Source: an optimization exercise on an open RTL-to-GDS flow (aim: small area, a short achievable clock period and few clock cycles). Production flows keep margins and buffers that such runs may drop. In this exercise RTL edits were held to simulation tests only and were not proved equivalent to the original. Power is estimated from default activity; no workload was simulated.

Design mips_mem_stage, start of the top module:
module mips_mem_stage (
  input  logic             clk,
  input  logic             rst_n,
  input  logic             req_valid,
  output logic             req_ready,
  input  logic [5:0]       opcode,
  input  logic [31:0]      addr,
  input  logic [31:0]      wdata,
  output logic             resp_valid,
  output logic [31:0]      rdata,
  output logic             addr_err,
  output logic             link_valid,
  output logic [31:0]      link_addr
);
Size: about 4,500 cells after synthesis, roughly 80,000 sq um of cells after synthesis.
Settings: LEC_CHECK=0, CAP_MARGIN=20, CORE_MARGIN=2, CORE_UTILIZATION=65, CTS_CLUSTER_DIAMETER=80, CTS_CLUSTER_SIZE=24, SETUP_SLACK_MARGIN=3.3, SLEW_MARGIN=20, SYNTH_HIERARCHICAL=1, SYNTH_MINIMUM_KEEP_SIZE=0; clock period 5.5 ns.
run.sh (not shown) runs the stock make flow with config.mk's settings and CLKGATE_MAP_FILE= SYNTH_SCRIPT=/design/flow/synth_recipe.tcl, a recipe that flattens the netlist after the stock synthesis.
The starting point produced a clean layout.
Testbench counts at the start, summed over its fixed seeds: cycles 24,016.
Rerun with:
CORE_UTILIZATION = 70   (was 65)
SETUP_SLACK_MARGIN = 3.2   (was 3.3)
TNS_END_PERCENT = 5   (was not set)
Cell area drops by 2.0%.
Setup slack is worse by 0.10 ns.
Sequential share of layout area rose by 1.5 points.
Cell count is lower by 2.5%.
Non-clock buffer count decreases by 39.
Via count came out lower by 1.5%.
Rerun with:
TNS_END_PERCENT = 20   (was 5)
The new run completed without violations; setup slack improves by 0.12 ns; non-clock buffer count is higher by 4; power is about the same; first-iteration DRC count is lower by a few percent; core utilization is higher by 0.17 points; design area barely changes; maximum frequency is higher by a few percent; global-route usage stays flat.
Rerun with:
TNS_END_PERCENT = not set   (was 20)
Outcome: The changed run passed the timing, DRC and antenna checks; final cell count is about the same; first-iteration DRC count went down by a few percent; count of clock-buffer cells in the layout is unchanged; clock skew fell by 0.0040 ns; core utilization went up by 0.22 points; critical path depth is unchanged; combinational power is about the same.

* * *

== alpha ==
The RTL this note starts from:
==> flow/design.v <==
module mips_mem_stage (
  input  logic             clk,
  input  logic             rst_n,
  input  logic             req_valid,
  output logic             req_ready,
  input  logic [5:0]       opcode,
  input  logic [31:0]      addr,
  input  logic [31:0]      wdata,
  output logic             resp_valid,
  output logic [31:0]      rdata,
  output logic             addr_err,
  output logic             link_valid,
  output logic [31:0]      link_addr
);
  localparam logic [5:0] OP_SB  = 6'h28;
  localparam logic [5:0] OP_SH  = 6'h29;
  localparam logic [5:0] OP_SW  = 6'h2b;
  localparam logic [5:0] OP_LW  = 6'h23;
  localparam logic [5:0] OP_LBU = 6'h24;
  localparam logic [5:0] OP_LHU = 6'h25;
  localparam logic [5:0] OP_LL  = 6'h30;
  logic [31:0] mem [64];
  logic        is_sb, is_sh, is_sw, is_lw, is_lbu, is_lhu, is_ll;
  logic        mis_h, mis_w;
  logic        st_ok, ld_w, ld_h, ld_b, ll_ok, err;
  logic [3:0]  lane_we;      
  logic [31:0] lane_data;
  logic [3:0]  sel_b0;       
  logic [1:0]  sel_b1;       
  logic        sel_hi;       
  always_comb begin
    is_sb  = (opcode == OP_SB);
    is_sh  = (opcode == OP_SH);
    is_sw  = (opcode == OP_SW);
    is_lw  = (opcode == OP_LW);
    is_lbu = (opcode == OP_LBU);
    is_lhu = (opcode == OP_LHU);
    is_ll  = (opcode == OP_LL);
    mis_h  = addr[0];
    mis_w  = (addr[1:0] != 2'b00);
    st_ok = is_sb || (is_sh && !mis_h) || (is_sw && !mis_w);
    ld_w  = (is_lw || is_ll) && !mis_w;
    ld_h  = is_lhu && !mis_h;
    ld_b  = is_lbu;
    ll_ok = is_ll && !mis_w;
    err   = ((is_sh || is_lhu) && mis_h) || ((is_sw || is_lw || is_ll) && mis_w);
    lane_we = 4'b0000;
    if (is_sw) lane_we = 4'b1111;
    else if (is_sh) lane_we = addr[1] ? 4'b1100 : 4'b0011;
    else if (is_sb) lane_we = 4'b0001 << addr[1:0];
    if (is_sb)      lane_data = {4{wdata[7:0]}};
    else if (is_sh) lane_data = {2{wdata[15:0]}};
    else            lane_data = wdata;
    sel_hi = ld_w;
    sel_b1 = {ld_w || (ld_h && addr[1]), ld_h && !addr[1]};
    sel_b0 = {ld_w || (ld_h && addr[1]) || (ld_b && addr[1:0] == 2'd3),
              ld_b && addr[1:0] == 2'd2,
              (ld_h && !addr[1]) || (ld_b && addr[1:0] == 2'd1),
              ld_b && addr[1:0] == 2'd0};
  end
  logic        v1;
  logic        err1, ll1, st1, hi1;
  logic [1:0]  b1_1;
  logic [3:0]  b0_1;
  logic [7:2]  a1;
  logic [63:0] wsel;         
  logic [3:0]  lwe1_n;       
  logic [31:0] x1;           
  always_ff @(posedge clk or negedge rst_n) begin
    if (!rst_n) lwe1_n <= 4'b1111;
    else        lwe1_n <= (req_valid && st_ok) ? ~lane_we : 4'b1111;
  end
  always_ff @(posedge clk or negedge rst_n) begin
    if (!rst_n) v1 <= 1'b0;
    else        v1 <= req_valid;
  end
  always_ff @(posedge clk) begin
    begin
      err1 <= err;
      ll1  <= ll_ok;
      st1  <= st_ok;
      hi1  <= sel_hi;
      b1_1 <= sel_b1;
      b0_1 <= sel_b0;
      a1   <= addr[7:2];
      x1   <= {is_ll ? addr[31:8] : lane_data[31:8], lane_data[7:0]};
      for (int w = 0; w < 64; w++) wsel[w] <= (addr[7:2] == w[5:0]);
    end
  end
  logic [63:0] wsel_n;
  logic [3:0]  we [64];
  assign wsel_n = ~wsel;
  for (genvar w = 0; w < 64; w++) begin : g_we
    for (genvar l = 0; l < 4; l++) begin : g_l
      mm_nor2 u_we (.a(wsel_n[w]), .b(lwe1_n[l]), .y(we[w][l]));
    end
  end
  always_ff @(posedge clk) begin
    for (int w = 0; w < 64; w++)
      for (int l = 0; l < 4; l++)
        if (we[w][l]) mem[w][31-8*l -: 8] <= x1[31-8*l -: 8];
  end
  logic [31:0] rd;
  logic [31:0] word;
  for (genvar b = 0; b < 32; b++) begin : g_rd
    logic [7:0]  p;     
    logic [3:0]  q;     
    for (genvar k = 0; k < 8; k++) begin : g_n4
      mm_sel8 u_n (.d({mem[8*k+7][b], mem[8*k+6][b], mem[8*k+5][b], mem[8*k+4][b],
                       mem[8*k+3][b], mem[8*k+2][b], mem[8*k+1][b], mem[8*k][b]}),
                   .s(wsel[8*k +: 8]), .y(p[k]));
    end
    for (genvar k = 0; k < 4; k++) begin : g_o2
      mm_nor2 u_q (.a(p[2*k]), .b(p[2*k+1]), .y(q[k]));
    end
    assign word[b] = !(&q);
  end
  always_comb begin
    rd[31:16] = hi1 ? word[31:16] : 16'h0;
    rd[15:8]  = ({8{b1_1[1]}} & word[15:8]) | ({8{b1_1[0]}} & word[31:24]);
    rd[7:0]   = ({8{b0_1[3]}} & word[7:0])   | ({8{b0_1[2]}} & word[15:8]) |
                ({8{b0_1[1]}} & word[23:16]) | ({8{b0_1[0]}} & word[31:24]);
  end
  logic        resp_q, err_q, lv_q;
  logic [31:0] rdata_q;
  logic [31:2] la_q;
  always_ff @(posedge clk or negedge rst_n) begin
    if (!rst_n) begin
      resp_q <= 1'b0;
      lv_q   <= 1'b0;
      la_q   <= '0;
    end else begin
      resp_q <= v1;
      if (v1) begin
        if (ll1) begin
          lv_q <= 1'b1;
          la_q <= {x1[31:8], a1};
        end else if (st1 && a1 == la_q[7:2]) begin
          lv_q <= 1'b0;
        end
      end
    end
  end
  always_ff @(posedge clk) begin
    rdata_q <= rd;
    err_q   <= err1;
  end
  assign req_ready  = 1'b1;
  assign resp_valid = resp_q;
  assign rdata      = rdata_q;
  assign addr_err   = err_q;
  assign link_valid = lv_q;
  assign link_addr  = {la_q, 2'b00};
endmodule
module mm_sel8 (input logic [7:0] d, input logic [7:0] s, output logic y);
  logic [3:0] g;
  assign g[0] = !((d[0] && s[0]) || (d[1] && s[1]));
  assign g[1] = !((d[2] && s[2]) || (d[3] && s[3]));
  assign g[2] = !((d[4] && s[4]) || (d[5] && s[5]));
  assign g[3] = !((d[6] && s[6]) || (d[7] && s[7]));
  assign y = !(g[0] && g[1] && g[2] && g[3]);
endmodule
module mm_nand4 (input logic a, b, c, d, output logic y);
  assign y = !(a && b && c && d);
endmodule
module mm_nor2 (input logic a, b, output logic y);
  assign y = !(a || b);
endmodule
clock: 5.5 ns
lec_check: 0
cap_margin: 20
core_margin: 2
core_utilization: 55
cts_cluster_diameter: 80
cts_cluster_size: 24
setup_slack_margin: 3.1
slew_margin: 20
synth_hierarchical: 1
synth_minimum_keep_size: 0
Testbench counts of alpha, summed over its fixed seeds: cycles 24,016.
The inputs of beta differ from those of alpha as listed below.
- swapping 55 for 62 in CORE_UTILIZATION
Notes after the runs:
Relative to alpha, the count of clock buffers in the final design of beta is higher by about 17%.
Taking alpha as the reference point, the initial core utilization of beta rises by 7.0 points.
Compared with alpha, in beta final standard cell area without fillers moved down; highest ir drop seen on vdd moved up; minimum setup slack in the final design moved down; relative area change from synthesis to final layout moved down; vertical extent of the die moved down.
As far as static leakage is concerned, alpha and beta perform about the same.
Going from alpha to beta, width of the die shrinks by 22 um.
beta: PASS, flow complete, no timing, DRC or antenna violations
Compared with alpha, beta shows a count of cell instances traversed by the critical path that is 6 higher.
Delta(maximum clock rate, beta - alpha) < 0
What gamma does differently from beta at the input level:
- CORE_UTILIZATION changed from 62 to 70
- SETUP_SLACK_MARGIN changed from 3.1 to 3.2
--- outcome ---
gamma reports its master of the slowest instance on the critical path as sky130_fd_sc_hd__dfrtp_2 while beta reports sky130_fd_sc_hd__a22oi_2.
Relative to beta, the first-pass GRT wire length of gamma is lower by 2.8%.
Between gamma and beta, met3 usage is higher for gamma, beta comes in under that.
Total of cells resized after clock tree synthesis sits higher in gamma than in beta.
Compared with beta, in gamma clock latency of the later-clocked register in the worst-skew pair down 20 ps, layout buffer count excluding clock buffers down about 2.4%, mean number of vias per cell up 0.25, critical path depth down 6, final wirelength down about 2.7%.
Of gamma and beta, gamma shows the lower hold slack, with beta above it.
Diff beta -> gamma: layout overhead on the synthesized area shrank by 0.32 points; post-layout total power shrank by 450 uW.
Inputs modified between gamma and delta:
- CORE_UTILIZATION changed from 70 to 40
- SETUP_SLACK_MARGIN changed from 3.2 to 3.0
==> comparison <==
Biggest cell delay along the critical path in delta vs gamma: up 50 ps. Taking gamma as the reference point, the multi-input gate area in the final layout of delta falls by 220 um2. Synthesized area: delta vs gamma identical. Comparing gamma and delta, the higher total power divided by cell area was measured on delta. The worst setup path startpoint comes out wsel[35]$_DFF_P_ in one run and la_q[7]$_DFFE_PN0P_ in the other, namely in delta and gamma respectively. Looking at cell with the biggest individual delay on the critical path, the sky130_fd_sc_hd__dfxtp_1 result is from delta; the sky130_fd_sc_hd__dfrtp_2 one comes from gamma. Area of the die (delta vs. gamma) increases by more than half. gamma → delta: synthesized cell count neither gained nor lost much, wire length picked up an extra 5.1%.

[afterwards: timing with drivers on the ports]
The flow's constraints put no driver on any port. The routed layouts listed below were extracted and timed again, unchanged, in two steps.
Step 1, drivers: a clkbuf_16 drives clk and a buf_2 each remaining input, both assumed.
Step 2 adds t to the input delays and takes it off the output delays; t is the mean of the earliest and latest rising clock arrival at the registers after step 1. Input paths then give back, and output paths get back, about the clock's delay inside the block.
Slacks: no drivers / after step 1 / after step 2; pairs: no drivers / after step 1.
run	t, ns	slack for setup (ns)	worst setup path after step 2	latest minus earliest clock arrival (ns)
the first run of note 1	0.801	3.105 / 3.021 / 2.512	input to register	0.029 / 0.028
the second run of note 1	0.804	3.004 / 3.004 / 2.469	input to register	0.031 / 0.032
the third run of note 1	0.805	3.125 / 3.047 / 2.462	input to register	0.031 / 0.031
the fourth run of note 1	0.802	3.123 / 3.046 / 2.483	input to register	0.027 / 0.027
alpha	0.843	3.051 / 2.959 / 2.490	input to register	0.036 / 0.036
beta	0.829	2.986 / 2.986 / 2.383	input to register	0.027 / 0.027
gamma	0.807	3.082 / 2.998 / 2.517	input to register	0.042 / 0.042
delta	0.834	2.966 / 2.966 / 2.365	input to register	0.059 / 0.059
After both steps every run listed still meets setup and hold. For the third run of note 1, which loses most, drivers alone change the setup slack by -0.078 ns; drivers and shift together by -0.663 ns.
